This is an optimization exercise on Yosys and OpenROAD, whose aim is small area, not a production implementation. Where RTL was checked, it was by simulation tests only, not by an equivalence proof against the original. For run 1, only the layout was checked, not whether the RTL still works.

[design.v]
`timescale 1ns / 1ps
module rhsl_div #(
  parameter int W = 10
) (
  input  logic [W-1:0] rem_in,
  input  logic         bit_in,
  input  logic [W-1:0] divisor,
  output logic [W-1:0] rem_out,
  output logic         q
);
  logic [W:0]   t, d;
  logic [W+1:0] bo;
  assign t     = {rem_in, bit_in};
  assign d     = {1'b0, divisor};
  assign bo[0] = 1'b0;
  for (genvar i = 0; i <= W; i++) begin : g_borrow
    assign bo[i+1] = (~t[i] & d[i]) | (~(t[i] & ~d[i]) & bo[i]);
  end
  assign q = ~bo[W+1];
  for (genvar i = 0; i < W; i++) begin : g_rem
    assign rem_out[i] = t[i] ^ (q & (d[i] ^ bo[i]));
  end
endmodule
`timescale 1ns / 1ps
module rgb_to_hsl_converter_core #(
  parameter int HUE_BITS = 12
) (
  input  logic                clk,
  input  logic                rst,
  input  logic                start,
  output logic                busy,
  input  logic [23:0]         pixel,
  output logic                done,
  output logic [HUE_BITS-1:0] hue,
  output logic [7:0]          saturation,
  output logic [7:0]          lightness,
  output logic                achromatic
);
  assign busy = rst;
  logic [7:0] r, g, b;
  assign r = pixel[23:16];
  assign g = pixel[15:8];
  assign b = pixel[7:0];
  logic gt_rg, gt_gr, gt_gb, gt_bg, gt_br, gt_rb;
  assign gt_rg = r > g;
  assign gt_gr = g > r;
  assign gt_gb = g > b;
  assign gt_bg = b > g;
  assign gt_br = b > r;
  assign gt_rb = r > b;
  logic [5:0] ks;   
  assign ks[0] = gt_rg  & !gt_bg;    
  assign ks[1] = !gt_rg & gt_rb;     
  assign ks[2] = gt_gb  & !gt_rb;    
  assign ks[3] = !gt_gb & gt_gr;     
  assign ks[4] = gt_br  & !gt_gr;    
  assign ks[5] = !gt_br & gt_bg;     
  logic [7:0] hi, lo, fa, fb;
  assign hi = (!gt_gr && !gt_br) ? r : (!gt_bg ? g : b);
  assign lo = (!gt_rg && !gt_rb) ? r : (!gt_gb ? g : b);
  assign fa = (ks[4] | ks[5]) ? r : ((ks[0] | ks[1]) ? g : b);
  assign fb = (ks[0] | ks[5]) ? b : ((ks[1] | ks[2]) ? r : g);
  logic [7:0] f0, delta0;
  logic [8:0] sum0;
  logic [2:0] k0;
  assign delta0 = hi - lo;
  assign f0     = fa - fb;
  assign sum0   = {1'b0, hi} + {1'b0, lo};
  assign k0     = {ks[4] | ks[5], ks[2] | ks[3], ks[1] | ks[3] | ks[5]};
  logic [7:0] r1_hf;
  always_ff @(posedge clk) r1_hf <= f0;
  logic [7:0] r1_hdelta;
  always_ff @(posedge clk) r1_hdelta <= delta0;
  logic [2:0] r1_k;
  always_ff @(posedge clk) r1_k <= k0;
  logic r1_gray;
  always_ff @(posedge clk) r1_gray <= (delta0 == 8'd0);
  logic [8:0] r1_ssum;
  always_ff @(posedge clk) r1_ssum <= sum0;
  logic [7:0] r1_sdelta;
  always_ff @(posedge clk) r1_sdelta <= delta0;
  logic [9:0] hi1_d3, hi1_e;
  logic [10:0] hi1_d5;
  assign hi1_d3 = {2'b0, r1_hdelta} + {1'b0, r1_hdelta, 1'b0};
  assign hi1_d5 = {3'b0, r1_hdelta} + {1'b0, r1_hdelta, 2'b0};
  assign hi1_e = (r1_k == 3'd0 || r1_k == 3'd3) ? {1'b0, hi1_d3[9:1]} :
               (r1_k == 3'd1 || r1_k == 3'd4) ? {3'b0, r1_hdelta[7:1]} : hi1_d5[10:1];
  logic [9:0] h2_r; logic h2_q;
  rhsl_div #(.W(10)) u_h2 (.rem_in({1'b0, r1_hf, 1'b0}), .bit_in(hi1_e[9]), .divisor(hi1_d3), .rem_out(h2_r), .q(h2_q));
  logic [9:0] h2_qv; assign h2_qv = 10'd0 | (10'(h2_q) << 9);
  logic [7:0] si3_den;
  logic [8:0] si3_t, si3_ls;
  assign si3_den = r1_ssum[8] ? 8'(9'd510 - r1_ssum) : r1_ssum[7:0];
  assign si3_t   = {2'b0, si3_den[7:1]} - {1'b0, r1_sdelta};
  assign si3_ls  = r1_ssum + 9'd1;
  logic [7:0] s4_r; logic s4_q;
  rhsl_div #(.W(8)) u_s4 (.rem_in((r1_sdelta - {7'b0, si3_t[8]})), .bit_in(si3_t[7:0][7]), .divisor(si3_den), .rem_out(s4_r), .q(s4_q));
  logic [7:0] s4_qv; assign s4_qv = 8'd0 | (8'(s4_q) << 7);
  logic [2:0] r2_k;
  always_ff @(posedge clk) r2_k <= r1_k;
  logic r2_gray;
  always_ff @(posedge clk) r2_gray <= r1_gray;
  logic [9:0] r2_hr;
  always_ff @(posedge clk) r2_hr <= h2_r;
  logic [9:0] r2_hd;
  always_ff @(posedge clk) r2_hd <= hi1_d3;
  logic [9:0] r2_he;
  always_ff @(posedge clk) r2_he <= hi1_e;
  logic [9:0] r2_hq;
  always_ff @(posedge clk) r2_hq <= h2_qv;
  logic [7:0] r2_sr;
  always_ff @(posedge clk) r2_sr <= s4_r;
  logic [7:0] r2_sd;
  always_ff @(posedge clk) r2_sd <= si3_den;
  logic [7:0] r2_se;
  always_ff @(posedge clk) r2_se <= si3_t[7:0];
  logic [7:0] r2_sq;
  always_ff @(posedge clk) r2_sq <= s4_qv;
  logic [7:0] r2_light;
  always_ff @(posedge clk) r2_light <= si3_ls[8:1];
  logic [9:0] h5_r; logic h5_q;
  rhsl_div #(.W(10)) u_h5 (.rem_in(r2_hr), .bit_in(r2_he[8]), .divisor(r2_hd), .rem_out(h5_r), .q(h5_q));
  logic [9:0] h5_qv; assign h5_qv = r2_hq | (10'(h5_q) << 8);
  logic [9:0] h6_r; logic h6_q;
  rhsl_div #(.W(10)) u_h6 (.rem_in(h5_r), .bit_in(r2_he[7]), .divisor(r2_hd), .rem_out(h6_r), .q(h6_q));
  logic [9:0] h6_qv; assign h6_qv = h5_qv | (10'(h6_q) << 7);
  logic [9:0] h7_r; logic h7_q;
  rhsl_div #(.W(10)) u_h7 (.rem_in(h6_r), .bit_in(r2_he[6]), .divisor(r2_hd), .rem_out(h7_r), .q(h7_q));
  logic [9:0] h7_qv; assign h7_qv = h6_qv | (10'(h7_q) << 6);
  logic [7:0] s8_r; logic s8_q;
  rhsl_div #(.W(8)) u_s8 (.rem_in(r2_sr), .bit_in(r2_se[6]), .divisor(r2_sd), .rem_out(s8_r), .q(s8_q));
  logic [7:0] s8_qv; assign s8_qv = r2_sq | (8'(s8_q) << 6);
  logic [7:0] s9_r; logic s9_q;
  rhsl_div #(.W(8)) u_s9 (.rem_in(s8_r), .bit_in(r2_se[5]), .divisor(r2_sd), .rem_out(s9_r), .q(s9_q));
  logic [7:0] s9_qv; assign s9_qv = s8_qv | (8'(s9_q) << 5);
  logic [2:0] r3_k;
  always_ff @(posedge clk) r3_k <= r2_k;
  logic r3_gray;
  always_ff @(posedge clk) r3_gray <= r2_gray;
  logic [9:0] r3_hr;
  always_ff @(posedge clk) r3_hr <= h7_r;
  logic [9:0] r3_hd;
  always_ff @(posedge clk) r3_hd <= r2_hd;
  logic [9:0] r3_he;
  always_ff @(posedge clk) r3_he <= r2_he;
  logic [9:0] r3_hq;
  always_ff @(posedge clk) r3_hq <= h7_qv;
  logic [7:0] r3_sr;
  always_ff @(posedge clk) r3_sr <= s9_r;
  logic [7:0] r3_sd;
  always_ff @(posedge clk) r3_sd <= r2_sd;
  logic [7:0] r3_se;
  always_ff @(posedge clk) r3_se <= r2_se;
  logic [7:0] r3_sq;
  always_ff @(posedge clk) r3_sq <= s9_qv;
  logic [7:0] r3_light;
  always_ff @(posedge clk) r3_light <= r2_light;
  logic [9:0] h10_r; logic h10_q;
  rhsl_div #(.W(10)) u_h10 (.rem_in(r3_hr), .bit_in(r3_he[5]), .divisor(r3_hd), .rem_out(h10_r), .q(h10_q));
  logic [9:0] h10_qv; assign h10_qv = r3_hq | (10'(h10_q) << 5);
  logic [9:0] h11_r; logic h11_q;
  rhsl_div #(.W(10)) u_h11 (.rem_in(h10_r), .bit_in(r3_he[4]), .divisor(r3_hd), .rem_out(h11_r), .q(h11_q));
  logic [9:0] h11_qv; assign h11_qv = h10_qv | (10'(h11_q) << 4);
  logic [9:0] h12_r; logic h12_q;
  rhsl_div #(.W(10)) u_h12 (.rem_in(h11_r), .bit_in(r3_he[3]), .divisor(r3_hd), .rem_out(h12_r), .q(h12_q));
  logic [9:0] h12_qv; assign h12_qv = h11_qv | (10'(h12_q) << 3);
  logic [7:0] s13_r; logic s13_q;
  rhsl_div #(.W(8)) u_s13 (.rem_in(r3_sr), .bit_in(r3_se[4]), .divisor(r3_sd), .rem_out(s13_r), .q(s13_q));
  logic [7:0] s13_qv; assign s13_qv = r3_sq | (8'(s13_q) << 4);
  logic [7:0] s14_r; logic s14_q;
  rhsl_div #(.W(8)) u_s14 (.rem_in(s13_r), .bit_in(r3_se[3]), .divisor(r3_sd), .rem_out(s14_r), .q(s14_q));
  logic [7:0] s14_qv; assign s14_qv = s13_qv | (8'(s14_q) << 3);
  logic [7:0] s15_r; logic s15_q;
  rhsl_div #(.W(8)) u_s15 (.rem_in(s14_r), .bit_in(r3_se[2]), .divisor(r3_sd), .rem_out(s15_r), .q(s15_q));
  logic [7:0] s15_qv; assign s15_qv = s14_qv | (8'(s15_q) << 2);
  logic [2:0] r4_k;
  always_ff @(posedge clk) r4_k <= r3_k;
  logic r4_gray;
  always_ff @(posedge clk) r4_gray <= r3_gray;
  logic [9:0] r4_hr;
  always_ff @(posedge clk) r4_hr <= h12_r;
  logic [9:0] r4_hd;
  always_ff @(posedge clk) r4_hd <= r3_hd;
  logic [9:0] r4_he;
  always_ff @(posedge clk) r4_he <= r3_he;
  logic [9:0] r4_hq;
  always_ff @(posedge clk) r4_hq <= h12_qv;
  logic [7:0] r4_sr;
  always_ff @(posedge clk) r4_sr <= s15_r;
  logic [7:0] r4_sd;
  always_ff @(posedge clk) r4_sd <= r3_sd;
  logic [7:0] r4_se;
  always_ff @(posedge clk) r4_se <= r3_se;
  logic [7:0] r4_sq;
  always_ff @(posedge clk) r4_sq <= s15_qv;
  logic [7:0] r4_light;
  always_ff @(posedge clk) r4_light <= r3_light;
  logic [9:0] h16_r; logic h16_q;
  rhsl_div #(.W(10)) u_h16 (.rem_in(r4_hr), .bit_in(r4_he[2]), .divisor(r4_hd), .rem_out(h16_r), .q(h16_q));
  logic [9:0] h16_qv; assign h16_qv = r4_hq | (10'(h16_q) << 2);
  logic [9:0] h17_r; logic h17_q;
  rhsl_div #(.W(10)) u_h17 (.rem_in(h16_r), .bit_in(r4_he[1]), .divisor(r4_hd), .rem_out(h17_r), .q(h17_q));
  logic [9:0] h17_qv; assign h17_qv = h16_qv | (10'(h17_q) << 1);
  logic [9:0] h18_r; logic h18_q;
  rhsl_div #(.W(10)) u_h18 (.rem_in(h17_r), .bit_in(r4_he[0]), .divisor(r4_hd), .rem_out(h18_r), .q(h18_q));
  logic [9:0] h18_qv; assign h18_qv = h17_qv | (10'(h18_q) << 0);
  logic [7:0] s19_r; logic s19_q;
  rhsl_div #(.W(8)) u_s19 (.rem_in(r4_sr), .bit_in(r4_se[1]), .divisor(r4_sd), .rem_out(s19_r), .q(s19_q));
  logic [7:0] s19_qv; assign s19_qv = r4_sq | (8'(s19_q) << 1);
  logic [7:0] s20_r; logic s20_q;
  rhsl_div #(.W(8)) u_s20 (.rem_in(s19_r), .bit_in(r4_se[0]), .divisor(r4_sd), .rem_out(s20_r), .q(s20_q));
  logic [7:0] s20_qv; assign s20_qv = s19_qv | (8'(s20_q) << 0);
  logic [2:0] r5_k;
  always_ff @(posedge clk) r5_k <= r4_k;
  logic r5_gray;
  always_ff @(posedge clk) r5_gray <= r4_gray;
  logic [9:0] r5_hq;
  always_ff @(posedge clk) r5_hq <= h18_qv;
  logic [7:0] r5_sq;
  always_ff @(posedge clk) r5_sq <= s20_qv;
  logic [7:0] r5_light;
  always_ff @(posedge clk) r5_light <= r4_light;
  logic [4:0] v;
  always_ff @(posedge clk) begin
    if (rst) v <= '0;
    else v <= {v[3:0], start};
  end
  assign done = v[4];
  logic [11:0] kint;
  always_comb begin
    case (r5_k)
      3'd0:    kint = 12'd0;
      3'd1:    kint = 12'd683;
      3'd2:    kint = 12'd1365;
      3'd3:    kint = 12'd2048;
      3'd4:    kint = 12'd2731;
      default: kint = 12'd3413;
    endcase
  end
  assign hue        = r5_gray ? '0 : HUE_BITS'(kint + {2'b0, r5_hq});
  assign saturation = r5_gray ? '0 : r5_sq;
  assign lightness  = r5_light;
  assign achromatic = r5_gray;
endmodule
[run.sh]
#!/bin/bash
# synth_recipe.tcl (not shown) runs the flow's synth.tcl, then flattens the netlist and writes it again
# the make line also repeats each setting of config.mk as NAME=value (left out here)
make -C /OpenROAD-flow-scripts/flow DESIGN_CONFIG=/design/flow/config.mk WORK_HOME=/design/flow/orfs CLKGATE_MAP_FILE= SYNTH_SCRIPT=/design/flow/synth_recipe.tcl finish
[config.mk]
export PLATFORM = sky130hd
export DESIGN_NAME = rgb_to_hsl_converter_core
export DESIGN_NICKNAME = rgb_to_hsl_converter_core
export VERILOG_FILES = /design/flow/design.v
export SDC_FILE = /design/flow/constraint.sdc
export NUM_CORES = 4
export LEC_CHECK = 0
export ABC_AREA = 1
export CAP_MARGIN = 20
export CORE_MARGIN = 2
export CORE_UTILIZATION = 40
export SLEW_MARGIN = 20
[constraint.sdc]
create_clock -name core_clock -period 5.5 [get_ports {clk}]
set_input_delay 1.1000 -clock core_clock [delete_from_list [all_inputs] [get_ports {clk}]]
set_output_delay 1.1000 -clock core_clock [all_outputs]
set_load 0.01 [all_outputs]
==> results.env, run 1 <==
STATUS='timing/DRC/antenna clean'
CLK-INSERTION-DELAY-LATE_NS=0.54
NUMBER_OF_ANTENNA_VIOLATIONS_AT_THE_FIRST_CHECK_IN_GLOBAL_ROUTING=0
ANT_NETS=0
PLACEDINSTANCEAREA_UM2=16900
SYNTH_SEQUENTIAL_AREA_RATIO_PCT=32.9
CRITICAL-PATH-SLOWEST-CELL='dfxtp_2'
ASYNC_FLOP_SHARE_PCT=0
GLOBALPLACE.CONGESTION=0.967
DETAIL_ROUTE.WIRELENGTH_MM=33.2
DRT_PASS1_ITERATIONS=5
FLOORPLAN.DIE_AREA_UM2=40900
TIMING_LIMITED_MAXIMUM_FREQUENCY_GHz=0.195
FINAL_PERIOD_MINUS_WORST_SETUP_SLACK_NS=5.12
FLOORPLAN.DIE.WIDTH_UM=202
SYNTHTOLAYOUTAREAGROWTH_PCT=14.6
DIE-HEIGHT_UM=202
MIN-DELAY-PATH-CLASS='flop to flop'
SYNTH.NET_COUNT=2314
NUMCLOCKSINKS=258
CLOCK_TREE_FROM_TRITONCTS='yes'
HOLD-WORST-SLACK_NS=0.322
WORST_SETUP_PATH_START_KIND='flop'
FINAL_DESIGN_AREA_NO_FILL_UM2=18000
SYNTHDISTINCTLIBCELLS=50
ACTUAL_TRANSITION_AT_THE_WORST_MAX_TRANSITION_PIN_NS=0.891
GRT_USE_TOTAL_PCT=16.5
SLEW_HEADROOM_PCT=40.5
POST_SYNTH_INSTANCE_AREA_UM2=15700
ROUTED-VIA-COUNT=13200
DRV.MAX_CAP_VIOLATION_COUNT=0
CLK_PIN_SLEW_WORST_PATHS_NS=0.06
IO_BUFFER_COUNT=57
GATE_COUNT_OF_THE_MAPPED_NETLIST=2193
GRT_PASS1_VIAS=12600
REPORT.FINAL.HOLD_VIOL_COUNT=0
CRITICAL_PATH_ARRIVAL_NS=5.55
CP_DATA_REQUIRED_TIME_NS=5.93
ROUTE.DETAILED.VIAS_PER_INST=4.69
GRT_START_MAX_NET_PINS=22
CTS-ROOT-TO-SINK-BUFFERS=3
FINAL_NETS=2400
DRIVE_GT1_SHARE_PCT=10.5
CLOCKROOTBUFFER='clkbuf_16'
CRITPATHMOSTFREQUENTCELL='or2_2'
SYNTH.FF_LATCH_COUNT=258
INITIALDRTVIOLATIONCOUNT=511
WORST_PATH_LARGEST_CELL_DELAY_NS=0.38
YOSYS_MOST_USED_DFF='dfxtp_1'
FINALCLOCKSKEW_NS=0.0101
ANT_CELLS=0
CORE_UM2=38700
DP.FINAL_HPWL_MM=27.1
GRT_FIRST_PASS_WIRELENGTH_MM=57.1
CP-END-KIND='flop'
GRT_OVERFLOW_TOTAL=0
CPLARGESTDELAYFAMILY='simple AND/OR/NAND/NOR gates'
CTS_MADE_BUFFERS=27
CP_CLASS='flop to flop'
START_UTIL_PCT=40.5
BOUNDARYPINS=58
CTS-HTREE-LEVELS=1
SETUP_VIOL_COUNT_FINAL=0
NUM_ROWS=72
YOSYS_WARNINGS=1
CRITPATHMAXFANOUT=8
CTS_HOLD_REPAIR.BUFFERS=0
FINALMAXSLEWVIOLATIONS=0
SYN_AVG_CELL_AREA_UM2=7.16
CRIT_SHARE_POST_ROUTE_PCT=93.2
WORSTPATHBUFFERINVERTERCOUNT=2
SYNTH-EDFF-COUNT=0
POST_DRT_WL_PER_CELL_UM=11.8
DRC_ERRORS=0
==> per-stage QoR <==
step                      setup WS [ns]  TNS [ns]  utilization (%)  instances
after floorplan                   0.543         0                -       2193
after global placement            0.125         0             43.7       2764
after detailed placement        -0.0210   -0.0498             43.7       2764
after CTS                        0.0419         0             46.1       2813
after global routing            -0.0404    -0.234             46.5       2817
final                             0.376         0             46.5       2817
==> sequential cells by signal, indices dropped and copies added, names as in the netlist, 8 cells and up <==
register  count
r2_hd        10
r2_hr        10
r3_hd        10
r3_hr        10
r4_hd        10
r4_hr        10
r5_hq        10
r1_ssum       9
r2_he         9
r1_hf         8
r2_light      8
r2_sr         8
r3_light      8
r3_sr         8
r4_light      8
r4_sr         8
r5_light      8
r5_sq         8
==> cell usage in the layout (no fill, tap or decap), drive strengths merged, types with 3 or more instances in the layout <==
cell             n
a21boi           6
a21o             5
a21oi           81
a31oi            5
buf             37
bufinv           4
clkbuf          30
clkdlybuf4s50   55
clkinv          11
clkinvlp         6
dfxtp          258
fa               7
ha              87
inv            321
nand2          615
nand3          246
nand3b          11
nand4            7
nor2           101
nor3             7
nor3b            3
o211ai          20
o21ai          120
o21bai           5
o221ai           3
o22ai            9
o31ai            3
or2             43
xnor2           29
xor2           154
==> per-layer routing <==
| metal | track usage, % | vias up | wire length, um |
|---|---|---|---|
| li1 | - | 7126 | - |
| met1 | 19.9 | 5867 | 15300 |
| met2 | 30.5 | 174 | 16000 |
| met3 | 1.60 | 58 | 1030 |
| met4 | 5.24 | 0 | 897 |
| met5 | 0 | - | 0 |
==> cell families after synthesis <==
logic type               Yosys count  share of synthesized area (%)
buffers and inverters            360                           9.30
flip-flops                       258                           32.9
XOR/XNOR                         183                           10.3
AND/OR/NAND/NOR                 1035                           30.2
AO/OA/AOI/OAI                    261                           9.38
adder cells (fa/ha/maj)           96                           7.95
==> synth_stat cells, types with 10 or more instances <==
| cell | count | area share [%] |
|---|---|---|
| a21oi_1 | 81 | 2.6 |
| clkbuf_1 | 17 | 0.41 |
| dfxtp_1 | 258 | 33 |
| ha_1 | 87 | 6.9 |
| inv_1 | 313 | 7.5 |
| nand2_1 | 577 | 14 |
| nand2_2 | 34 | 1.4 |
| nand3_1 | 199 | 6.3 |
| nand3_2 | 47 | 3.0 |
| nand3b_1 | 10 | 0.48 |
| nor2_1 | 101 | 2.4 |
| o211ai_1 | 20 | 0.96 |
| o21ai_0 | 100 | 3.2 |
| o21ai_1 | 12 | 0.38 |
| or2_2 | 31 | 1.2 |
| xnor2_1 | 28 | 1.6 |
| xor2_1 | 153 | 8.5 |
==> worst paths after layout <==
path                            start             endpoint  slack, ns  cells past startpoint
setup / recovery   r1_ssum[0]$_DFF_P_     r2_hr[6]$_DFF_P_       0.38                     29
setup reg to reg   r1_ssum[0]$_DFF_P_     r2_hr[6]$_DFF_P_       0.38                     29
hold / removal    r2_light[7]$_DFF_P_  r3_light[7]$_DFF_P_       0.32                      0
hold reg to reg   r2_light[7]$_DFF_P_  r3_light[7]$_DFF_P_       0.32                      0
==> area by class of cell <==
cell class	instances	area [um^2]
Fill cell	3831	20700
Clock inverter	19	238
Inverter	323	1220
Sequential cell	258	5170
Clock buffer	30	707
Tap cell	518	648
Multi-Input combinational cell	1575	9160
Timing Repair Buffer	94	853
==> timing repair <==
item / CTS / global route
endpoints found under the setup margin: 7 / 29
pin swaps: 0 / 2
buffers inserted: 0 / 4
gates cloned: 0 / 0
resized for setup: 1 / 36
==> run 2, diff against run 1 <==
--- a/design.v
+++ b/design.v
@@ -67,5 +67,5 @@
   assign f0     = fa - fb;
   assign sum0   = {1'b0, hi} + {1'b0, lo};
-  assign k0     = {ks[4] | ks[5], ks[2] | ks[3], ks[1] | ks[3] | ks[5]};
+  assign k0     = {ks[3] | ks[4] | ks[5], ks[2] | ks[5], ks[1] | ks[4]};   
   logic [7:0] r1_hf;
   always_ff @(posedge clk) r1_hf <= f0;
@@ -74,6 +74,4 @@
   logic [2:0] r1_k;
   always_ff @(posedge clk) r1_k <= k0;
-  logic r1_gray;
-  always_ff @(posedge clk) r1_gray <= (delta0 == 8'd0);
   logic [8:0] r1_ssum;
   always_ff @(posedge clk) r1_ssum <= sum0;
@@ -84,6 +82,6 @@
   assign hi1_d3 = {2'b0, r1_hdelta} + {1'b0, r1_hdelta, 1'b0};
   assign hi1_d5 = {3'b0, r1_hdelta} + {1'b0, r1_hdelta, 2'b0};
-  assign hi1_e = (r1_k == 3'd0 || r1_k == 3'd3) ? {1'b0, hi1_d3[9:1]} :
-               (r1_k == 3'd1 || r1_k == 3'd4) ? {3'b0, r1_hdelta[7:1]} : hi1_d5[10:1];
+  assign hi1_e = (r1_k[1:0] == 2'd0) ? {1'b0, hi1_d3[9:1]} :
+               (r1_k[1:0] == 2'd1) ? {3'b0, r1_hdelta[7:1]} : hi1_d5[10:1];
   logic [9:0] h2_r; logic h2_q;
   rhsl_div #(.W(10)) u_h2 (.rem_in({1'b0, r1_hf, 1'b0}), .bit_in(hi1_e[9]), .divisor(hi1_d3), .rem_out(h2_r), .q(h2_q));
@@ -99,6 +97,4 @@
   logic [2:0] r2_k;
   always_ff @(posedge clk) r2_k <= r1_k;
-  logic r2_gray;
-  always_ff @(posedge clk) r2_gray <= r1_gray;
   logic [9:0] r2_hr;
   always_ff @(posedge clk) r2_hr <= h2_r;
@@ -117,6 +113,6 @@
   logic [7:0] r2_sq;
   always_ff @(posedge clk) r2_sq <= s4_qv;
-  logic [7:0] r2_light;
-  always_ff @(posedge clk) r2_light <= si3_ls[8:1];
+  logic r2_sc;
+  always_ff @(posedge clk) r2_sc <= r1_ssum[8];
   logic [9:0] h5_r; logic h5_q;
   rhsl_div #(.W(10)) u_h5 (.rem_in(r2_hr), .bit_in(r2_he[8]), .divisor(r2_hd), .rem_out(h5_r), .q(h5_q));
@@ -136,6 +132,4 @@
   logic [2:0] r3_k;
   always_ff @(posedge clk) r3_k <= r2_k;
-  logic r3_gray;
-  always_ff @(posedge clk) r3_gray <= r2_gray;
   logic [9:0] r3_hr;
   always_ff @(posedge clk) r3_hr <= h7_r;
@@ -154,6 +148,6 @@
   logic [7:0] r3_sq;
   always_ff @(posedge clk) r3_sq <= s9_qv;
-  logic [7:0] r3_light;
-  always_ff @(posedge clk) r3_light <= r2_light;
+  logic r3_sc;
+  always_ff @(posedge clk) r3_sc <= r2_sc;
   logic [9:0] h10_r; logic h10_q;
   rhsl_div #(.W(10)) u_h10 (.rem_in(r3_hr), .bit_in(r3_he[5]), .divisor(r3_hd), .rem_out(h10_r), .q(h10_q));
@@ -176,6 +170,4 @@
   logic [2:0] r4_k;
   always_ff @(posedge clk) r4_k <= r3_k;
-  logic r4_gray;
-  always_ff @(posedge clk) r4_gray <= r3_gray;
   logic [9:0] r4_hr;
   always_ff @(posedge clk) r4_hr <= h12_r;
@@ -194,6 +186,6 @@
   logic [7:0] r4_sq;
   always_ff @(posedge clk) r4_sq <= s15_qv;
-  logic [7:0] r4_light;
-  always_ff @(posedge clk) r4_light <= r3_light;
+  logic r4_sc;
+  always_ff @(posedge clk) r4_sc <= r3_sc;
   logic [9:0] h16_r; logic h16_q;
   rhsl_div #(.W(10)) u_h16 (.rem_in(r4_hr), .bit_in(r4_he[2]), .divisor(r4_hd), .rem_out(h16_r), .q(h16_q));
@@ -211,14 +203,16 @@
   rhsl_div #(.W(8)) u_s20 (.rem_in(s19_r), .bit_in(r4_se[0]), .divisor(r4_sd), .rem_out(s20_r), .q(s20_q));
   logic [7:0] s20_qv; assign s20_qv = s19_qv | (8'(s20_q) << 0);
+  logic [7:0] lt21_l;
+  assign lt21_l = r4_sc ? {1'b1, ~r4_sd[7:1]} : 8'(({1'b0, r4_sd} + 9'd1) >> 1);
   logic [2:0] r5_k;
   always_ff @(posedge clk) r5_k <= r4_k;
-  logic r5_gray;
-  always_ff @(posedge clk) r5_gray <= r4_gray;
   logic [9:0] r5_hq;
   always_ff @(posedge clk) r5_hq <= h18_qv;
   logic [7:0] r5_sq;
   always_ff @(posedge clk) r5_sq <= s20_qv;
+  logic r5_gray;
+  always_ff @(posedge clk) r5_gray <= (r4_hd == 10'd0);
   logic [7:0] r5_light;
-  always_ff @(posedge clk) r5_light <= r4_light;
+  always_ff @(posedge clk) r5_light <= lt21_l;
   logic [4:0] v;
   always_ff @(posedge clk) begin
@@ -227,16 +221,7 @@
   end
   assign done = v[4];
-  logic [11:0] kint;
-  always_comb begin
-    case (r5_k)
-      3'd0:    kint = 12'd0;
-      3'd1:    kint = 12'd683;
-      3'd2:    kint = 12'd1365;
-      3'd3:    kint = 12'd2048;
-      3'd4:    kint = 12'd2731;
-      default: kint = 12'd3413;
-    endcase
-  end
-  assign hue        = r5_gray ? '0 : HUE_BITS'(kint + {2'b0, r5_hq});
+  logic [10:0] kb;
+  assign kb = (r5_k[1:0] == 2'd1) ? 11'd683 : (r5_k[1:0] == 2'd2) ? 11'd1365 : 11'd0;
+  assign hue        = r5_gray ? '0 : {r5_k[2], 11'(kb + {1'b0, r5_hq})};
   assign saturation = r5_gray ? '0 : r5_sq;
   assign lightness  = r5_light;
--- a/config.mk
+++ b/config.mk
@@ -9,4 +9,5 @@
 export CAP_MARGIN = 20
 export CORE_MARGIN = 2
-export CORE_UTILIZATION = 40
+export CORE_UTILIZATION = 55
+export CTS_BUF_LIST = sky130_fd_sc_hd__clkbuf_4 sky130_fd_sc_hd__clkbuf_8
 export SLEW_MARGIN = 20
==> results.env, run 2 <==
STATUS='timing/DRC/antenna clean'
FIN_SETUP_TNS_NS=0
CP-END-KIND='flop'
NUMCLOCKSINKS=233
YOSYS_WARNINGS=1
GRT_PASS1_VIAS=12500
DRIVE_GT1_SHARE_PCT=11.7
BOUNDARYPINS=58
CRITICAL_PATH_ARRIVAL_NS=5.40
CP_CLASS='flop to flop'
GRT_USE_TOTAL_PCT=23.3
CLOCK_TREE_FROM_TRITONCTS='yes'
REPORT.FINAL.HOLD_VIOL_COUNT=0
CRIT_SHARE_POST_ROUTE_PCT=90.4
GRT_FIRST_PASS_WIRELENGTH_MM=56.7
NETLIST.TOP_CELL.BY_AREA='dfxtp_1'
CRITPATHMOSTFREQUENTCELL='nand2_1'
HOLD_PATH.STARTPOINT='r2_se[3]$_DFF_P_'
CTS-ROOT-TO-SINK-BUFFERS=3
CP_DATA_REQUIRED_TIME_NS=5.92
CTS_HOLD_REPAIR.BUFFERS=0
CORE_UM2=27600
SYNTH.FF_LATCH_COUNT=233
INITIALDRTVIOLATIONCOUNT=555
YOSYS-TOP-CELLS-COUNT='nand2_1 (562), inv_1 (309), dfxtp_1 (233)'
START_UTIL_PCT=55.6
RR_STARTPOINT='r1_sdelta[3]$_DFF_P_'
FINAL_NETS=2380
ACTUAL_TRANSITION_AT_THE_WORST_MAX_TRANSITION_PIN_NS=0.694
DRV.MAX_CAP_VIOLATION_COUNT=0
SYNTH_MOST_COMMON_CELL='nand2_1'
WORST_PATH_LARGEST_CELL_DELAY_NS=0.43
GLOBALPLACE.CONGESTION=0.933
GRT_START_MAX_NET_PINS=22
SYNTH-EDFF-COUNT=0
SETUP.REG_TO_REG.WORST_SLACK_NS=0.53
FLOORPLAN.DIE.WIDTH_UM=171
YOSYS_MOST_USED_DFF='dfxtp_1'
NUM_ROWS=61
NUMBER_OF_ANTENNA_VIOLATIONS_AT_THE_FIRST_CHECK_IN_GLOBAL_ROUTING=0
CPLARGESTDELAYFAMILY='simple AND/OR/NAND/NOR gates'
POST_DRT_WL_PER_CELL_UM=12.5
CLOCKROOTBUFFER='clkbuf_8'
ASYNC_FLOP_SHARE_PCT=0
TIMING_LIMITED_MAXIMUM_FREQUENCY_GHz=0.201
FINALMAXSLEWVIOLATIONS=0
IO_BUFFER_COUNT=57
CLK_PIN_SLEW_WORST_PATHS_NS=0.06
DIE-HEIGHT_UM=171
PLACEDINSTANCEAREA_UM2=16300
FINAL_DESIGN_AREA_NO_FILL_UM2=17200
CTS-HTREE-LEVELS=2
SETUP_REPAIR_AFTER_GLOBAL_ROUTING_MISSED_ITS_MARGIN='false'
FLOORPLAN.DIE_AREA_UM2=29300
WORSTPATHBUFFERINVERTERCOUNT=4
CLK-INSERTION-DELAY-LATE_NS=0.54
DRT_PASS1_ITERATIONS=5
FINAL_COMMON_CELL='nand2_1'
MOST_FREQUENT_CELLS_IN_THE_LAYOUT='nand2_1 (560), inv_1 (309), dfxtp_1 (229)'
SLEW_HEADROOM_PCT=53.7
SYNTH_SEQUENTIAL_AREA_RATIO_PCT=30.4
SYNTHTOLAYOUTAREAGROWTH_PCT=12.2
FINAL.FILL_COUNT=2592
POST_SYNTH_INSTANCE_AREA_UM2=15400
ANT_NETS=0
WORST_SETUP_PATH_START_KIND='flop'
DETAIL_ROUTE.WIRELENGTH_MM=33.2
FINALCLOCKSKEW_NS=0.0185
DRC_ERRORS=0
SYN_AVG_CELL_AREA_UM2=7.10
CTS_MADE_BUFFERS=41
CRITICAL-PATH-SLOWEST-CELL='fa_1'
SYNTHDISTINCTLIBCELLS=52
MULTIINPUTGATEAREA_UM2=9260
DP.FINAL_HPWL_MM=27.0
ROUTED-VIA-COUNT=13200
SETUP_VIOL_COUNT_FINAL=0
REGISTER_AREA_UM2=4670
FINAL_PERIOD_MINUS_WORST_SETUP_SLACK_NS=4.97
CRITPATHMAXFANOUT=8
MIN-DELAY-PATH-CLASS='flop to flop'
ANT_CELLS=0
SYNTH_LARGEST_TYPE_AREA_FRACTION_PCT=30.4
GATE_COUNT_OF_THE_MAPPED_NETLIST=2163
ROUTE.DETAILED.VIAS_PER_INST=4.98
SYNTH.NET_COUNT=2287
GRT_OVERFLOW_TOTAL=0
NETLIST_TOP_CELLS_AREA='dfxtp_1 (30%), nand2_1 (14%), xor2_1 (8.7%)'
WORST_SETUP_PATH_STARTPOINT='r1_sdelta[3]$_DFF_P_'
-- run 2: per-stage QoR --
stage	hold WS [ns]	instances	util [%]	worst slack, ns
after floorplan	0.310	2163	-	0.834
after global placement	0.311	2589	59.1	0.188
after detailed placement	0.312	2589	59.1	0.105
after CTS	0.308	2659	62.2	0.303
after global routing	0.310	2661	62.4	0.0109
final	0.318	2661	62.4	0.527
-- run 2: what timing repair did --
item                                    CTS  global route
gates resized for setup                   0            12
setup buffers                             0             1
endpoints found under the setup margin    0            16
-- run 2: final cells by class --
type	count	share of cell area [%]
clock buffer	53	4.05
inverter	322	7.05
multi-input combinational	1574	53.7
clock inverter	17	0.871
timing repair buffer	84	4.49
sequential	233	27.1
tap	378	2.74
-- run 2: final timing paths --
| kind | end | depth (start not counted) |
|---|---|---|
| hold / removal | r3_se[3]$_DFF_P_ | 0 |
| setup / recovery | r2_hr[7]$_DFF_P_ | 32 |
| hold reg to reg | r3_se[3]$_DFF_P_ | 0 |
| setup reg to reg | r2_hr[7]$_DFF_P_ | 32 |
-- run 2: cells by family (layout without fill, tap and decap cells) --
family                   count (synthesis)  in the layout  share of synthesized area [%]
flip-flops                             233            233                           30.4
buffers and inverters                  357            476                           9.63
adder cells (fa/ha/maj)                101            101                           8.51
AO/OA/AOI/OAI                          240            240                           8.89
AND/OR/NAND/NOR                       1048           1049                           31.9
XOR/XNOR                               184            184                           10.7
-- run 2: routing by layer --
metal	global-route usage [%]	routed length, um	up-vias
li1	-	-	7061
met1	29.0	15200	5847
met2	40.5	15500	237
met3	3.35	1260	95
met4	9.32	1260	0
met5	0	0	-
==> run 3, diff against run 2 <==
--- a/config.mk
+++ b/config.mk
@@ -9,5 +9,4 @@
 export CAP_MARGIN = 20
 export CORE_MARGIN = 2
-export CORE_UTILIZATION = 55
-export CTS_BUF_LIST = sky130_fd_sc_hd__clkbuf_4 sky130_fd_sc_hd__clkbuf_8
+export CORE_UTILIZATION = 40
 export SLEW_MARGIN = 20
==> results.env, run 3 <==
STATUS='timing/DRC/antenna clean'
WORST_PATH_LARGEST_CELL_DELAY_NS=0.45
FINAL_COMMON_CELL='nand2_1'
SYNTH.FF_LATCH_COUNT=233
CRITICAL-PATH-SLOWEST-CELL='dfxtp_2'
START_UTIL_PCT=40.7
FLOORPLAN.DIE_AREA_UM2=40000
ANT_NETS=0
POST_DRT_WL_PER_CELL_UM=11.7
CTS-HTREE-LEVELS=1
YOSYS_MOST_USED_DFF='dfxtp_1'
YOSYS-TOP-CELLS-COUNT='nand2_1 (562), inv_1 (309), dfxtp_1 (233)'
GRT_PASS1_VIAS=12200
GRT_FIRST_PASS_WIRELENGTH_MM=55.2
ROUTED-VIA-COUNT=13000
GATE_COUNT_OF_THE_MAPPED_NETLIST=2163
DETAIL_ROUTE.WIRELENGTH_MM=32.4
GLOBALPLACE.CONGESTION=0.897
DRC_ERRORS=0
CP_DATA_REQUIRED_TIME_NS=5.91
CTS_HOLD_REPAIR.BUFFERS=0
CORE_UM2=37800
FINALMAXSLEWVIOLATIONS=0
CRITPATHMOSTFREQUENTCELL='nand2_1'
MOST_FREQUENT_CELLS_IN_THE_LAYOUT='nand2_1 (561), inv_1 (309), dfxtp_1 (232)'
FINAL_PERIOD_MINUS_WORST_SETUP_SLACK_NS=5.03
SETUP_VIOL_COUNT_FINAL=0
CP-END-KIND='flop'
ANT_CELLS=0
SYNTH_LARGEST_TYPE_AREA_FRACTION_PCT=30.4
NUMBER_OF_ANTENNA_VIOLATIONS_AT_THE_FIRST_CHECK_IN_GLOBAL_ROUTING=0
FINALCLOCKSKEW_NS=0.0309
SYN_AVG_CELL_AREA_UM2=7.10
HOLD-WORST-SLACK_NS=0.303
DIE-HEIGHT_UM=200
CRIT_SHARE_POST_ROUTE_PCT=91.4
ASYNC_FLOP_SHARE_PCT=0
POST_SYNTH_INSTANCE_AREA_UM2=15400
ACTUAL_TRANSITION_AT_THE_WORST_MAX_TRANSITION_PIN_NS=0.805
CTS-ROOT-TO-SINK-BUFFERS=3
ROUTE.DETAILED.VIAS_PER_INST=4.70
DRT_PASS1_ITERATIONS=7
GRT_USE_TOTAL_PCT=16.6
NETLIST.TOP_CELL.BY_AREA='dfxtp_1'
CRITPATHMAXFANOUT=9
GRT_OVERFLOW_TOTAL=0
DRV.MAX_CAP_VIOLATION_COUNT=0
NUM_ROWS=71
NUMCLOCKSINKS=233
FINAL_NETS=2365
REPORT.FINAL.HOLD_VIOL_COUNT=0
DP.FINAL_HPWL_MM=26.7
DRIVE_GT1_SHARE_PCT=10.4
NETLIST_TOP_CELLS_AREA='dfxtp_1 (30%), nand2_1 (14%), xor2_1 (8.7%)'
FINAL_DESIGN_AREA_NO_FILL_UM2=17400
CTS_MADE_BUFFERS=24
SYNTH_MOST_COMMON_CELL='nand2_1'
SYNTH-EDFF-COUNT=0
WORST_SETUP_PATH_START_KIND='flop'
YOSYS_WARNINGS=1
INSTANCES_NO_FILL=2770
SYNTH.NET_COUNT=2287
SYNTHDISTINCTLIBCELLS=52
CLK_PIN_SLEW_WORST_PATHS_NS=0.06
PLACED_CELLS=2723
CLOCK_TREE_FROM_TRITONCTS='yes'
FLOORPLAN.DIE.WIDTH_UM=200
SYNTHTOLAYOUTAREAGROWTH_PCT=13.0
CRITICAL_PATH_ARRIVAL_NS=5.43
TIMING_LIMITED_MAXIMUM_FREQUENCY_GHz=0.199
IO_BUFFER_COUNT=57
INITIALDRTVIOLATIONCOUNT=463
GRT_START_MAX_NET_PINS=22
PLACEDINSTANCEAREA_UM2=16500
CP_CLASS='flop to flop'
BOUNDARYPINS=58
SYNTH_SEQUENTIAL_AREA_RATIO_PCT=30.4
MIN-DELAY-PATH-CLASS='flop to flop'
CLOCKROOTBUFFER='clkbuf_16'
CLK-INSERTION-DELAY-LATE_NS=0.53
SLEW_HEADROOM_PCT=46.3
run 3: final cells by class:
cell class	instances	area, um^2
Clock buffer	29	639
Multi-Input combinational cell	1574	9260
Clock inverter	15	161
Sequential cell	233	4670
Inverter	322	1210
Tap cell	511	639
Timing Repair Buffer	86	788
Fill cell	3806	20400
run 3: worst paths after layout:
| path | from | to | slack (ns) | cells after the start |
|---|---|---|---|---|
| setup / recovery | r1_ssum[0]$_DFF_P_ | r2_sr[6]$_DFF_P_ | 0.47 | 35 |
| hold / removal | r4_hq[6]$_DFF_P_ | r5_hq[6]$_DFF_P_ | 0.30 | 0 |
| setup reg to reg | r1_ssum[0]$_DFF_P_ | r2_sr[6]$_DFF_P_ | 0.47 | 35 |
| hold reg to reg | r4_hq[6]$_DFF_P_ | r5_hq[6]$_DFF_P_ | 0.30 | 0 |
run 3: repair_timing:
| item | in CTS | in global routing |
|---|---|---|
| endpoints found under the setup margin | 0 | 17 |
| gates resized for setup | 0 | 7 |
| buffers inserted | 0 | 2 |
run 3: logic make-up after synthesis:
family | share of synthesized area, %
buffers and inverters | 9.63
xor gates and xnor gates | 10.7
adders and majority gates | 8.51
AOI/OAI and AO/OA | 8.89
DFF | 30.4
and+or+nand+nor | 31.9
run 3: routing by layer:
| metal | vias to the layer above | share of wire (%) | global-route usage (%) |
|---|---|---|---|
| li1 | 7018 | - | - |
| met1 | 5758 | 45 | 19.8 |
| met2 | 189 | 48 | 30.5 |
| met3 | 55 | 3.3 | 1.90 |
| met4 | 0 | 3.2 | 6.04 |
| met5 | - | 0 | 0 |
run 3: critical path, delay by kind of cell (launching register included):
kind                       cells  cell delay [ns]
AOI/OAI and AO/OA              4             0.60
xor gates and xnor gates       1             0.15
DFF                            1             0.45
and+or+nand+nor               23             2.50
buffers and inverters          3             0.25
adders and majority gates      4             0.99
run 3: per-stage QoR:
stage	TNS, ns	worst slack, ns	util [%]
finish	0	0.474	46.0
global placement	0	0.222	43.7
floorplan	0	0.834	-
detailed placement	0	0.154	43.7
global route	-0.370	-0.0638	46.0
CTS	0	0.143	45.8
==> run 4, diff against run 3 <==
--- a/config.mk
+++ b/config.mk
@@ -10,3 +10,5 @@
 export CORE_MARGIN = 2
 export CORE_UTILIZATION = 40
+export CTS_CLUSTER_DIAMETER = 80
+export CTS_CLUSTER_SIZE = 30
 export SLEW_MARGIN = 20
==> results.env, run 4 <==
STATUS='timing/DRC/antenna clean'
GATE_COUNT_OF_THE_MAPPED_NETLIST=2163
FINAL.FILL_COUNT=3832
GRT_START_MAX_NET_PINS=31
REPORT.FINAL.HOLD_VIOL_COUNT=0
ROUTED-VIA-COUNT=12900
MET1_LENGTH_MM=14.7
MULTIINPUTGATEAREA_UM2=9260
DRT_PASS1_ITERATIONS=7
BOUNDARYPINS=58
NETLIST_TOP_CELLS_AREA='dfxtp_1 (30%), nand2_1 (14%), xor2_1 (8.7%)'
CLOCKROOTBUFFER='clkbuf_16'
SYNTH.FF_LATCH_COUNT=233
FINAL_COMMON_CELL='nand2_1'
SYNTH_SEQUENTIAL_AREA_RATIO_PCT=30.4
HOLD-WORST-SLACK_NS=0.330
CP-END-KIND='flop'
SYNTH.NET_COUNT=2287
FLOORPLAN.DIE.WIDTH_UM=200
DRC_ERRORS=0
MOST_FREQUENT_CELLS_IN_THE_LAYOUT='nand2_1 (561), inv_1 (309), dfxtp_1 (232)'
WORST_SETUP_PATH_START_KIND='flop'
CRITICAL_PATH_ARRIVAL_NS=5.45
FINAL_PERIOD_MINUS_WORST_SETUP_SLACK_NS=5.08
CRIT_SHARE_POST_ROUTE_PCT=92.3
SETUP_VIOL_COUNT_FINAL=0
SLEW_HEADROOM_PCT=45.6
CTS_HOLD_REPAIR.BUFFERS=0
DRIVE_GT1_SHARE_PCT=9.65
FLOORPLAN.DIE_AREA_UM2=40000
GRT_PASS1_VIAS=12100
CORE_UM2=37800
NUMBER_OF_ANTENNA_VIOLATIONS_AT_THE_FIRST_CHECK_IN_GLOBAL_ROUTING=0
GRT_USE_TOTAL_PCT=16.3
NETLIST.TOP_CELL.BY_AREA='dfxtp_1'
CLOCK_TREE_FROM_TRITONCTS='yes'
INITIALDRTVIOLATIONCOUNT=484
FINALMAXSLEWVIOLATIONS=0
YOSYS_WARNINGS=1
CRITPATHMAXFANOUT=9
YOSYS_MOST_USED_DFF='dfxtp_1'
ROUTE.DETAILED.VIAS_PER_INST=4.70
DRV.MAX_CAP_VIOLATION_COUNT=0
WORST_PATH_LARGEST_CELL_DELAY_NS=0.46
CLK-INSERTION-DELAY-LATE_NS=0.48
CRITICAL-PATH-SLOWEST-CELL='dfxtp_2'
NUMCLOCKSINKS=233
INSTANCES_NO_FILL=2749
CRITPATHMOSTFREQUENTCELL='nand2_1'
TOP_SIGNAL_LAYER_USED='met4'
GRT_FIRST_PASS_WIRELENGTH_MM=54.5
SYN_AVG_CELL_AREA_UM2=7.10
PLACEDINSTANCEAREA_UM2=16500
CTS-ROOT-TO-SINK-BUFFERS=3
MIN-DELAY-PATH-CLASS='flop to flop'
POST_SYNTH_INSTANCE_AREA_UM2=15400
CTS_MADE_BUFFERS=14
SYNTH-EDFF-COUNT=0
SYNTHDISTINCTLIBCELLS=52
DETAIL_ROUTE.WIRELENGTH_MM=32.1
ACTUAL_TRANSITION_AT_THE_WORST_MAX_TRANSITION_PIN_NS=0.815
IO_BUFFER_COUNT=57
CP_CLASS='flop to flop'
FINAL_DESIGN_AREA_NO_FILL_UM2=17000
START_UTIL_PCT=40.7
SYNTHTOLAYOUTAREAGROWTH_PCT=11.0
SYNTH_MOST_COMMON_CELL='nand2_1'
TIMING_LIMITED_MAXIMUM_FREQUENCY_GHz=0.197
GLOBALPLACE.CONGESTION=0.897
YOSYS-TOP-CELLS-COUNT='nand2_1 (562), inv_1 (309), dfxtp_1 (233)'
SYNTH_LARGEST_TYPE_AREA_FRACTION_PCT=30.4
POST_DRT_WL_PER_CELL_UM=11.7
NUM_ROWS=71
CLK_PIN_SLEW_WORST_PATHS_NS=0.10
REGISTER_AREA_UM2=4670
DP.FINAL_HPWL_MM=26.7
DIE-HEIGHT_UM=200
CP_DATA_REQUIRED_TIME_NS=5.87
GRT_OVERFLOW_TOTAL=0
PLACED_CELLS=2723
CTS-HTREE-LEVELS=1
FINAL_NETS=2355
ANT_CELLS=0
MET3WIRELENGTH_UM=875
WL_MET2_MM=15.5
FINALCLOCKSKEW_NS=0.0174
ASYNC_FLOP_SHARE_PCT=0
ANT_NETS=0
run 4: changes by cell type in the layout (fill, tap and decap cells not counted), moves of 2 or more:
cell / before / now
inv_12: 0 / 2
bufinv_16: 3 / 0
clkbuf_1: 3 / 1
clkinv_2: 11 / 0
clkinv_8: 1 / 3
clkbuf_16: 24 / 15
run 4: cell families (layout without fill, tap and decap cells):
kind of cell,Yosys count,count (layout),synth area share (%)
buffers and inverters,357,431,9.63
xor gates and xnor gates,184,184,10.7
adders and majority gates,101,101,8.51
and+or+nand+nor,1048,1049,31.9
DFF,233,233,30.4
AOI/OAI and AO/OA,240,240,8.89
run 4: stage by stage:
| step | worst slack, ns | TNS (ns) | util [%] |
|---|---|---|---|
| after floorplan | 0.834 | 0 | - |
| after global placement | 0.222 | 0 | 43.7 |
| after detailed placement | 0.154 | 0 | 43.7 |
| after CTS | 0.130 | 0 | 45.0 |
| after global routing | -0.0487 | -0.207 | 45.2 |
| final | 0.423 | 0 | 45.2 |
run 4: metal layers:
layer,global-route usage [%],vias to the layer above
li1,-,6982
met1,19.7,5725
met2,30.4,169
met3,1.43,47
met4,5.68,0
met5,0,-
run 4: cell type report:
| type | instances | share of cell area (%) |
|---|---|---|
| tap | 511 | 3.75 |
| clock inverter | 6 | 0.528 |
| clock buffer | 17 | 2.30 |
| multi-input combinational | 1574 | 54.3 |
| inverter | 322 | 7.10 |
| sequential | 233 | 27.4 |
| timing repair buffer | 86 | 4.62 |
run 4: critical path, delay by kind of cell (launching register included):
kind / cells / cell delay, ns
simple gates: 23 / 2.53
fa+ha+maj: 4 / 1.00
compound gates: 4 / 0.59
flops: 1 / 0.46
buf+inv: 3 / 0.24
xor+xnor: 1 / 0.15
run 4: final timing paths:
kind / startpoint / endpoint / slack, ns / cells past startpoint
setup / recovery: r1_ssum[0]$_DFF_P_ / r2_sr[7]$_DFF_P_ / 0.42 / 35
hold / removal: r4_k[1]$_DFF_P_ / r5_k[1]$_DFF_P_ / 0.33 / 0
setup reg to reg: r1_ssum[0]$_DFF_P_ / r2_sr[7]$_DFF_P_ / 0.42 / 35
hold reg to reg: r4_k[1]$_DFF_P_ / r5_k[1]$_DFF_P_ / 0.33 / 0
run 4: timing repair:
action | CTS | global route
endpoints found under the setup margin | 0 | 17
buffers inserted | 0 | 2
resized for setup | 0 | 7
==> run 5, diff against run 4 <==
--- a/config.mk
+++ b/config.mk
@@ -10,5 +10,5 @@
 export CORE_MARGIN = 2
 export CORE_UTILIZATION = 40
-export CTS_CLUSTER_DIAMETER = 80
-export CTS_CLUSTER_SIZE = 30
+export CTS_CLUSTER_DIAMETER = 100
+export CTS_CLUSTER_SIZE = 24
 export SLEW_MARGIN = 20
==> results.env, run 5 <==
NUMCLOCKSINKS=233
FINAL_PERIOD_MINUS_WORST_SETUP_SLACK_NS=5.03
STATUS='timing/DRC/antenna clean'
DRIVE_GT1_SHARE_PCT=9.41
CRITPATHMOSTFREQUENTCELL='nand2_1'
CRITICAL_PATH_ARRIVAL_NS=5.38
SYNTHDISTINCTLIBCELLS=52
DP.FINAL_HPWL_MM=26.7
CRIT_SHARE_POST_ROUTE_PCT=91.4
FLOORPLAN.DIE_AREA_UM2=40000
DRT_PASS1_ITERATIONS=7
CLK-INSERTION-DELAY-LATE_NS=0.48
CLOCKROOTBUFFER='clkbuf_16'
BOUNDARYPINS=58
SYNTH_SIMPLE_GATE_AREA_SHARE_PCT=31.9
SYNTH_XOR_AREA_SHARE_PCT=10.7
FINAL_COMMON_CELL='nand2_1'
CP_DATA_REQUIRED_TIME_NS=5.86
IO_BUFFER_COUNT=57
CRITICAL_PATH_END='r2_sr[6]$_DFF_P_'
SYNTHADDERAREAFRAC_PCT=8.51
ROUTE.DETAILED.VIAS_PER_INST=4.70
R2R_END='r2_sr[6]$_DFF_P_'
SLEW_HEADROOM_PCT=45.7
NUMBER_OF_ANTENNA_VIOLATIONS_AT_THE_FIRST_CHECK_IN_GLOBAL_ROUTING=0
DRV.MAX_CAP_VIOLATION_COUNT=0
GRT_USE_TOTAL_PCT=16.3
SYNTH.FF_LATCH_COUNT=233
WORST_PATH_LARGEST_CELL_DELAY_NS=0.46
CTS_MADE_BUFFERS=13
ANT_CELLS=0
GRT_START_MAX_NET_PINS=25
SYN_AVG_CELL_AREA_UM2=7.10
FINAL_DESIGN_AREA_NO_FILL_UM2=16900
GRT_PASS1_VIAS=12000
NUM_ROWS=71
YOSYS-TOP-CELLS-COUNT='nand2_1 (562), inv_1 (309), dfxtp_1 (233)'
NETLIST.TOP_CELL.BY_AREA='dfxtp_1'
ANT_NETS=0
YOSYS_MOST_USED_DFF='dfxtp_1'
CP_CLASS='flop to flop'
DETAIL_ROUTE.WIRELENGTH_MM=31.9
SYNTH_COMPOUND_AREA_SHARE_PCT=8.89
LARGEST_FAMILY_OF_LOGIC_CELLS_BY_SYNTHESIZED_AREA='simple AND/OR/NAND/NOR gates'
GLOBALPLACE.CONGESTION=0.897
CP-END-KIND='flop'
FINAL.FILL_COUNT=3845
SYNTH-EDFF-COUNT=0
HOLD-WORST-SLACK_NS=0.328
FINALMAXSLEWVIOLATIONS=0
RR_STARTPOINT='r1_ssum[0]$_DFF_P_'
GRT_FIRST_PASS_WIRELENGTH_MM=54.4
CLOCK_TREE_FROM_TRITONCTS='yes'
SYNTH_MOST_COMMON_CELL='nand2_1'
REPORT.FINAL.HOLD_VIOL_COUNT=0
INITIALDRTVIOLATIONCOUNT=490
FINAL_NETS=2354
CTS-HTREE-LEVELS=1
FLOORPLAN.DIE.WIDTH_UM=200
SYNTH.NET_COUNT=2287
CRITPATHMAXFANOUT=9
SETUP.REG_TO_REG.WORST_SLACK_NS=0.47
FINALCLOCKSKEW_NS=0.0150
ASYNC_FLOP_SHARE_PCT=0
MIN-DELAY-PATH-CLASS='flop to flop'
SYNTHTOLAYOUTAREAGROWTH_PCT=10.1
SYNTH_SEQUENTIAL_AREA_RATIO_PCT=30.4
YOSYS_WARNINGS=1
DRC_ERRORS=0
WORST_SETUP_PATH_STARTPOINT='r1_ssum[0]$_DFF_P_'
SETUP_VIOL_COUNT_FINAL=0
CRITICAL-PATH-SLOWEST-CELL='dfxtp_2'
SYNTH_LARGEST_TYPE_AREA_FRACTION_PCT=30.4
NETLIST_TOP_CELLS_AREA='dfxtp_1 (30%), nand2_1 (14%), xor2_1 (8.7%)'
DIE-HEIGHT_UM=200
CORE_UM2=37800
POST_SYNTH_INSTANCE_AREA_UM2=15400
SYNTHMUXAREASHARE_PCT=0
START_UTIL_PCT=40.7
WORST_SETUP_PATH_START_KIND='flop'
GRT_OVERFLOW_TOTAL=0
CTS-ROOT-TO-SINK-BUFFERS=3
TIMING_LIMITED_MAXIMUM_FREQUENCY_GHz=0.199
PLACEDINSTANCEAREA_UM2=16500
ACTUAL_TRANSITION_AT_THE_WORST_MAX_TRANSITION_PIN_NS=0.814
CLK_PIN_SLEW_WORST_PATHS_NS=0.09
POST_DRT_WL_PER_CELL_UM=11.6
WORST_R2R_PATH_DEPTH=35
GATE_COUNT_OF_THE_MAPPED_NETLIST=2163
ROUTED-VIA-COUNT=12900
MOST_FREQUENT_CELLS_IN_THE_LAYOUT='nand2_1 (561), inv_1 (309), dfxtp_1 (232)'
-- run 5: stage by stage --
step | cells | setup WS, ns | setup TNS, ns | utilization [%]
after floorplan | 2163 | 0.834 | 0 | -
after global placement | 2723 | 0.222 | 0 | 43.7
after detailed placement | 2723 | 0.154 | 0 | 43.7
after CTS | 2739 | 0.138 | 0 | 44.7
after global routing | 2742 | -0.0215 | -0.0756 | 44.8
final | 2742 | 0.473 | 0 | 44.8
-- run 5: worst min-delay path by stage --
stage                                  end  slack, ns  cells after the start              from
after floorplan            r2_k[2]$_DFF_P_       0.31                      0   r1_k[2]$_DFF_P_
after global placement    r5_sq[5]$_DFF_P_       0.31                      0  r4_sq[5]$_DFF_P_
after detailed placement   r3_k[1]$_DFF_P_       0.31                      0   r2_k[1]$_DFF_P_
after CTS                  r5_k[1]$_DFF_P_       0.33                      0   r4_k[1]$_DFF_P_
after global routing      r3_he[0]$_DFF_P_       0.33                      0  r2_he[0]$_DFF_P_
final                      r3_k[1]$_DFF_P_       0.33                      0   r2_k[1]$_DFF_P_
-- run 5: per-layer routing --
| metal | GRT usage (%) | routed length [um] | part of all wire (%) | vias to the layer above |
|---|---|---|---|---|
| met4 | 5.79 | 1070 | 3.3 | 0 |
| met5 | 0 | 0 | 0 | - |
| met1 | 19.7 | 14700 | 46 | 5692 |
| li1 | - | - | - | 6970 |
| met2 | 30.2 | 15400 | 48 | 166 |
| met3 | 1.29 | 813 | 2.5 | 49 |
-- run 5: cells by family after synthesis --
kind of cell,count (synthesis)
simple gates,1048
flops,233
fa+ha+maj,101
compound gates,240
buf+inv,357
xor+xnor,184
-- run 5: worst max-delay path, delay by kind of cell, from the launching register on --
kind,cells,cell delay (ns)
flops,1,0.46
compound gates,4,0.57
simple gates,23,2.50
fa+ha+maj,4,0.99
buf+inv,3,0.25
xor+xnor,1,0.16
-- run 5: what timing repair did --
item | CTS | global route
hold endpoints to repair | 0 | 0
buffers inserted | 0 | 2
gates resized for setup | 0 | 7
hold buffers | 0 | 0
endpoints found under the setup margin | 0 | 17
-- run 5: layout make-up --
type | count | area (um^2) | area share, %
Tap cell | 511 | 639 | 3.78
Clock buffer | 14 | 339 | 2.00
Timing Repair Buffer | 86 | 788 | 4.66
Clock inverter | 2 | 16.3 | 0.0961
Inverter | 322 | 1210 | 7.16
Sequential cell | 233 | 4670 | 27.6
Multi-Input combinational cell | 1574 | 9260 | 54.7
==> run 6, diff against run 5 <==
--- a/design.v
+++ b/design.v
@@ -21,4 +21,20 @@
     assign rem_out[i] = t[i] ^ (q & (d[i] ^ bo[i]));
   end
+endmodule
+module rhsl_cmp (
+  input  logic [7:0] a,
+  input  logic [7:0] b,
+  output logic       gt,
+  output logic       lt
+);
+  logic [8:0] g, l;
+  assign g[0] = 1'b0;
+  assign l[0] = 1'b0;
+  for (genvar i = 0; i < 8; i++) begin : g_bit
+    assign g[i+1] = (a[i] & ~b[i]) | (~(~a[i] & b[i]) & g[i]);
+    assign l[i+1] = (~a[i] & b[i]) | (~(a[i] & ~b[i]) & l[i]);
+  end
+  assign gt = g[8];
+  assign lt = l[8];
 endmodule
 `timescale 1ns / 1ps
@@ -43,10 +59,7 @@
   assign b = pixel[7:0];
   logic gt_rg, gt_gr, gt_gb, gt_bg, gt_br, gt_rb;
-  assign gt_rg = r > g;
-  assign gt_gr = g > r;
-  assign gt_gb = g > b;
-  assign gt_bg = b > g;
-  assign gt_br = b > r;
-  assign gt_rb = r > b;
+  rhsl_cmp u_c_rg (.a(r), .b(g), .gt(gt_rg), .lt(gt_gr));
+  rhsl_cmp u_c_gb (.a(g), .b(b), .gt(gt_gb), .lt(gt_bg));
+  rhsl_cmp u_c_br (.a(b), .b(r), .gt(gt_br), .lt(gt_rb));
   logic [5:0] ks;   
   assign ks[0] = gt_rg  & !gt_bg;    
==> results.env, run 6 <==
STATUS='timing/DRC/antenna clean'
SYNTH-EDFF-COUNT=0
FIN_SETUP_TNS_NS=0
CLK_PIN_SLEW_WORST_PATHS_NS=0.09
NETLIST.TOP_CELL.BY_AREA='dfxtp_1'
ASYNC_FLOP_SHARE_PCT=0
YOSYS_WARNINGS=1
ROUTE.DETAILED.VIAS_PER_INST=4.71
GLOBALPLACE.CONGESTION=0.913
FINAL.FILL_COUNT=3815
MIN-DELAY-PATH-CLASS='flop to flop'
DETAILEDPLACE.WORSTSLACK_NS=0.102
CRITPATHMOSTFREQUENTCELL='nand2_1'
SYN_AVG_CELL_AREA_UM2=7.01
CTS_MADE_BUFFERS=14
FINAL_CRITICAL_PATH_SETUP_SLACK_NS=0.364
CTS-HTREE-LEVELS=1
MOST_FREQUENT_CELLS_IN_THE_LAYOUT='nand2_1 (574), inv_1 (313), dfxtp_1 (229)'
CORE_UM2=37500
DRIVE_GT1_SHARE_PCT=10.5
CRIT_SHARE_POST_ROUTE_PCT=93.4
CRITICAL_PATH_ARRIVAL_NS=5.50
SYNTH.FF_LATCH_COUNT=233
NUMBER_OF_ANTENNA_VIOLATIONS_AT_THE_FIRST_CHECK_IN_GLOBAL_ROUTING=0
CRITICAL-PATH-SLOWEST-CELL='fa_1'
SYNTHTOLAYOUTAREAGROWTH_PCT=11.8
FINAL_PERIOD_MINUS_WORST_SETUP_SLACK_NS=5.14
DIE-HEIGHT_UM=199
ANT_CELLS=0
YOSYS-TOP-CELLS-COUNT='nand2_1 (575), inv_1 (315), dfxtp_1 (233)'
START_UTIL_PCT=40.4
REGISTER_AREA_UM2=4680
FINAL_COMMON_CELL='nand2_1'
TIMING_LIMITED_MAXIMUM_FREQUENCY_GHz=0.195
SYNTHDISTINCTLIBCELLS=50
DRC_ERRORS=0
SYNTH_SEQUENTIAL_AREA_RATIO_PCT=30.8
FINAL_NETS=2347
WORST_SETUP_PATH_START_KIND='flop'
GRT_USE_TOTAL_PCT=16.4
CP-END-KIND='flop'
ROUTED-VIA-COUNT=13000
SYNTH_LARGEST_TYPE_AREA_FRACTION_PCT=30.8
CLOCK_TREE_FROM_TRITONCTS='yes'
CP_CLASS='flop to flop'
SETUP_VIOL_COUNT_FINAL=0
NUM_ROWS=71
DRT_PASS1_ITERATIONS=5
FINALMAXSLEWVIOLATIONS=0
NETLIST_TOP_CELLS_AREA='dfxtp_1 (31%), nand2_1 (14%), xor2_1 (9.1%)'
DRV.MAX_CAP_VIOLATION_COUNT=0
IO_BUFFER_COUNT=57
SYNTH.NET_COUNT=2262
GRT_FIRST_PASS_WIRELENGTH_MM=54.3
YOSYS_MOST_USED_DFF='dfxtp_1'
DP.FINAL_HPWL_MM=26.7
POST-ROUTE-UTIL_PCT=45.2
CRITPATHMAXFANOUT=8
CLOCKROOTBUFFER='clkbuf_16'
MULTIINPUTGATEAREA_UM2=9090
INITIALDRTVIOLATIONCOUNT=541
PLACED_CELLS=2728
HOLD-WORST-SLACK_NS=0.321
CLK-INSERTION-DELAY-LATE_NS=0.47
run 6: cell count changes after synthesis, moves of 6 or more:
cell	previous run	this run
inv_1	309	315
or2_2	26	41
nor2_1	112	123
o211ai_1	20	13
a21oi_1	74	60
o21ai_1	20	8
or2_1	9	2
a31oi_1	6	15
ha_1	90	66
buf_6	4	10
nand2_1	562	575
nand3_1	191	198
run 6: worst paths after layout:
| kind | startpoint | endpoint | slack, ns | cells after the start |
|---|---|---|---|---|
| hold reg to reg | r2_k[1]$_DFF_P_ | r3_k[1]$_DFF_P_ | 0.32 | 0 |
| setup / recovery | r1_sdelta[3]$_DFF_P_ | r2_hr[2]$_DFF_P_ | 0.36 | 30 |
| setup reg to reg | r1_sdelta[3]$_DFF_P_ | r2_hr[2]$_DFF_P_ | 0.36 | 30 |
| hold / removal | r2_k[1]$_DFF_P_ | r3_k[1]$_DFF_P_ | 0.32 | 0 |
run 6: worst max-delay path, delay by kind of cell (launching register included):
kind / cells / cell delay, ns
simple gates: 14 / 2.31
compound gates: 10 / 1.16
fa+ha+maj: 2 / 0.60
flops: 1 / 0.40
buf+inv: 3 / 0.38
xor+xnor: 1 / 0.14
run 6: cells by family after synthesis:
family	share of synthesized area, %
AND/OR/NAND/NOR	32.9
flip-flops	30.8
buffers and inverters	9.53
adder cells (fa/ha/maj)	6.58
AO/OA/AOI/OAI	9.14
XOR/XNOR	11.0
run 6: per-layer routing:
metal | share of wire [%] | track usage, % | vias to the layer above
met4 | 2.6 | 4.75 | 0
met1 | 46 | 20.0 | 5757
met3 | 2.9 | 1.42 | 50
li1 | - | - | 7007
met5 | 0 | 0 | -
met2 | 49 | 30.4 | 196
run 6: stage by stage:
stage / cell area [um^2]
2_1_floorplan: 15100
3_3_place_gp: 16300
3_5_place_dp: 16300
4_1_cts: 16800
5_1_grt: 16900
6_report: 16900
run 6: cell type report:
| class | instances | share of cell area, % |
|---|---|---|
| clock inverters | 2 | 0.185 |
| repair buffers | 98 | 5.19 |
| well taps | 511 | 3.77 |
| inverters | 323 | 7.20 |
| multi-input cells | 1577 | 53.7 |
| clock buffers | 17 | 2.38 |
| flip-flops and latches | 233 | 27.6 |
run 6: repair_timing:
action | in CTS | in global routing
resized for setup | 0 | 25
hold buffers | 0 | 0
setup buffers | 0 | 14
endpoints found under the setup margin | 0 | 21

static timing again, ports no longer ideal:
How much do the figures lean on ideal ports? The routed layouts below were timed once more, with nothing changed but the port constraints.
Step 1 assumes that a clkbuf_16 drives the clock port and a buf_2 every other input.
Step 2 moves the port delays by t, midway between the first and last clock arrival at a register: inputs arrive t later, outputs are due t later. That takes back most of the time a late clock gives input paths.
Slacks: no drivers / after step 1 / after step 2; pairs: no drivers / after step 1.
| run | shift t [ns] | slack for setup (ns) | worst setup path at the end | worst register clock-pin slew, ns | pins driven straight from the clock port |
|---|---|---|---|---|---|
| run 1 | 0.579 | 0.376 / 0.376 / 0.155 | input to register | 0.07 / 0.07 | 1 |
| run 2 | 0.580 | 0.527 / 0.527 / 0.067 | input to register | 0.07 / 0.07 | 1 |
| run 3 | 0.564 | 0.474 / 0.474 / 0.170 | input to register | 0.06 / 0.06 | 1 |
| run 4 | 0.520 | 0.423 / 0.423 / 0.168 | input to register | 0.10 / 0.10 | 1 |
| run 5 | 0.515 | 0.473 / 0.473 / 0.173 | input to register | 0.09 / 0.09 | 1 |
| run 6 | 0.514 | 0.364 / 0.364 / 0.203 | input to register | 0.09 / 0.09 | 1 |
After both steps every run listed still meets setup and hold. For run 2, which loses most, drivers alone change the setup slack by 0.000 ns; drivers and shift together by -0.460 ns.
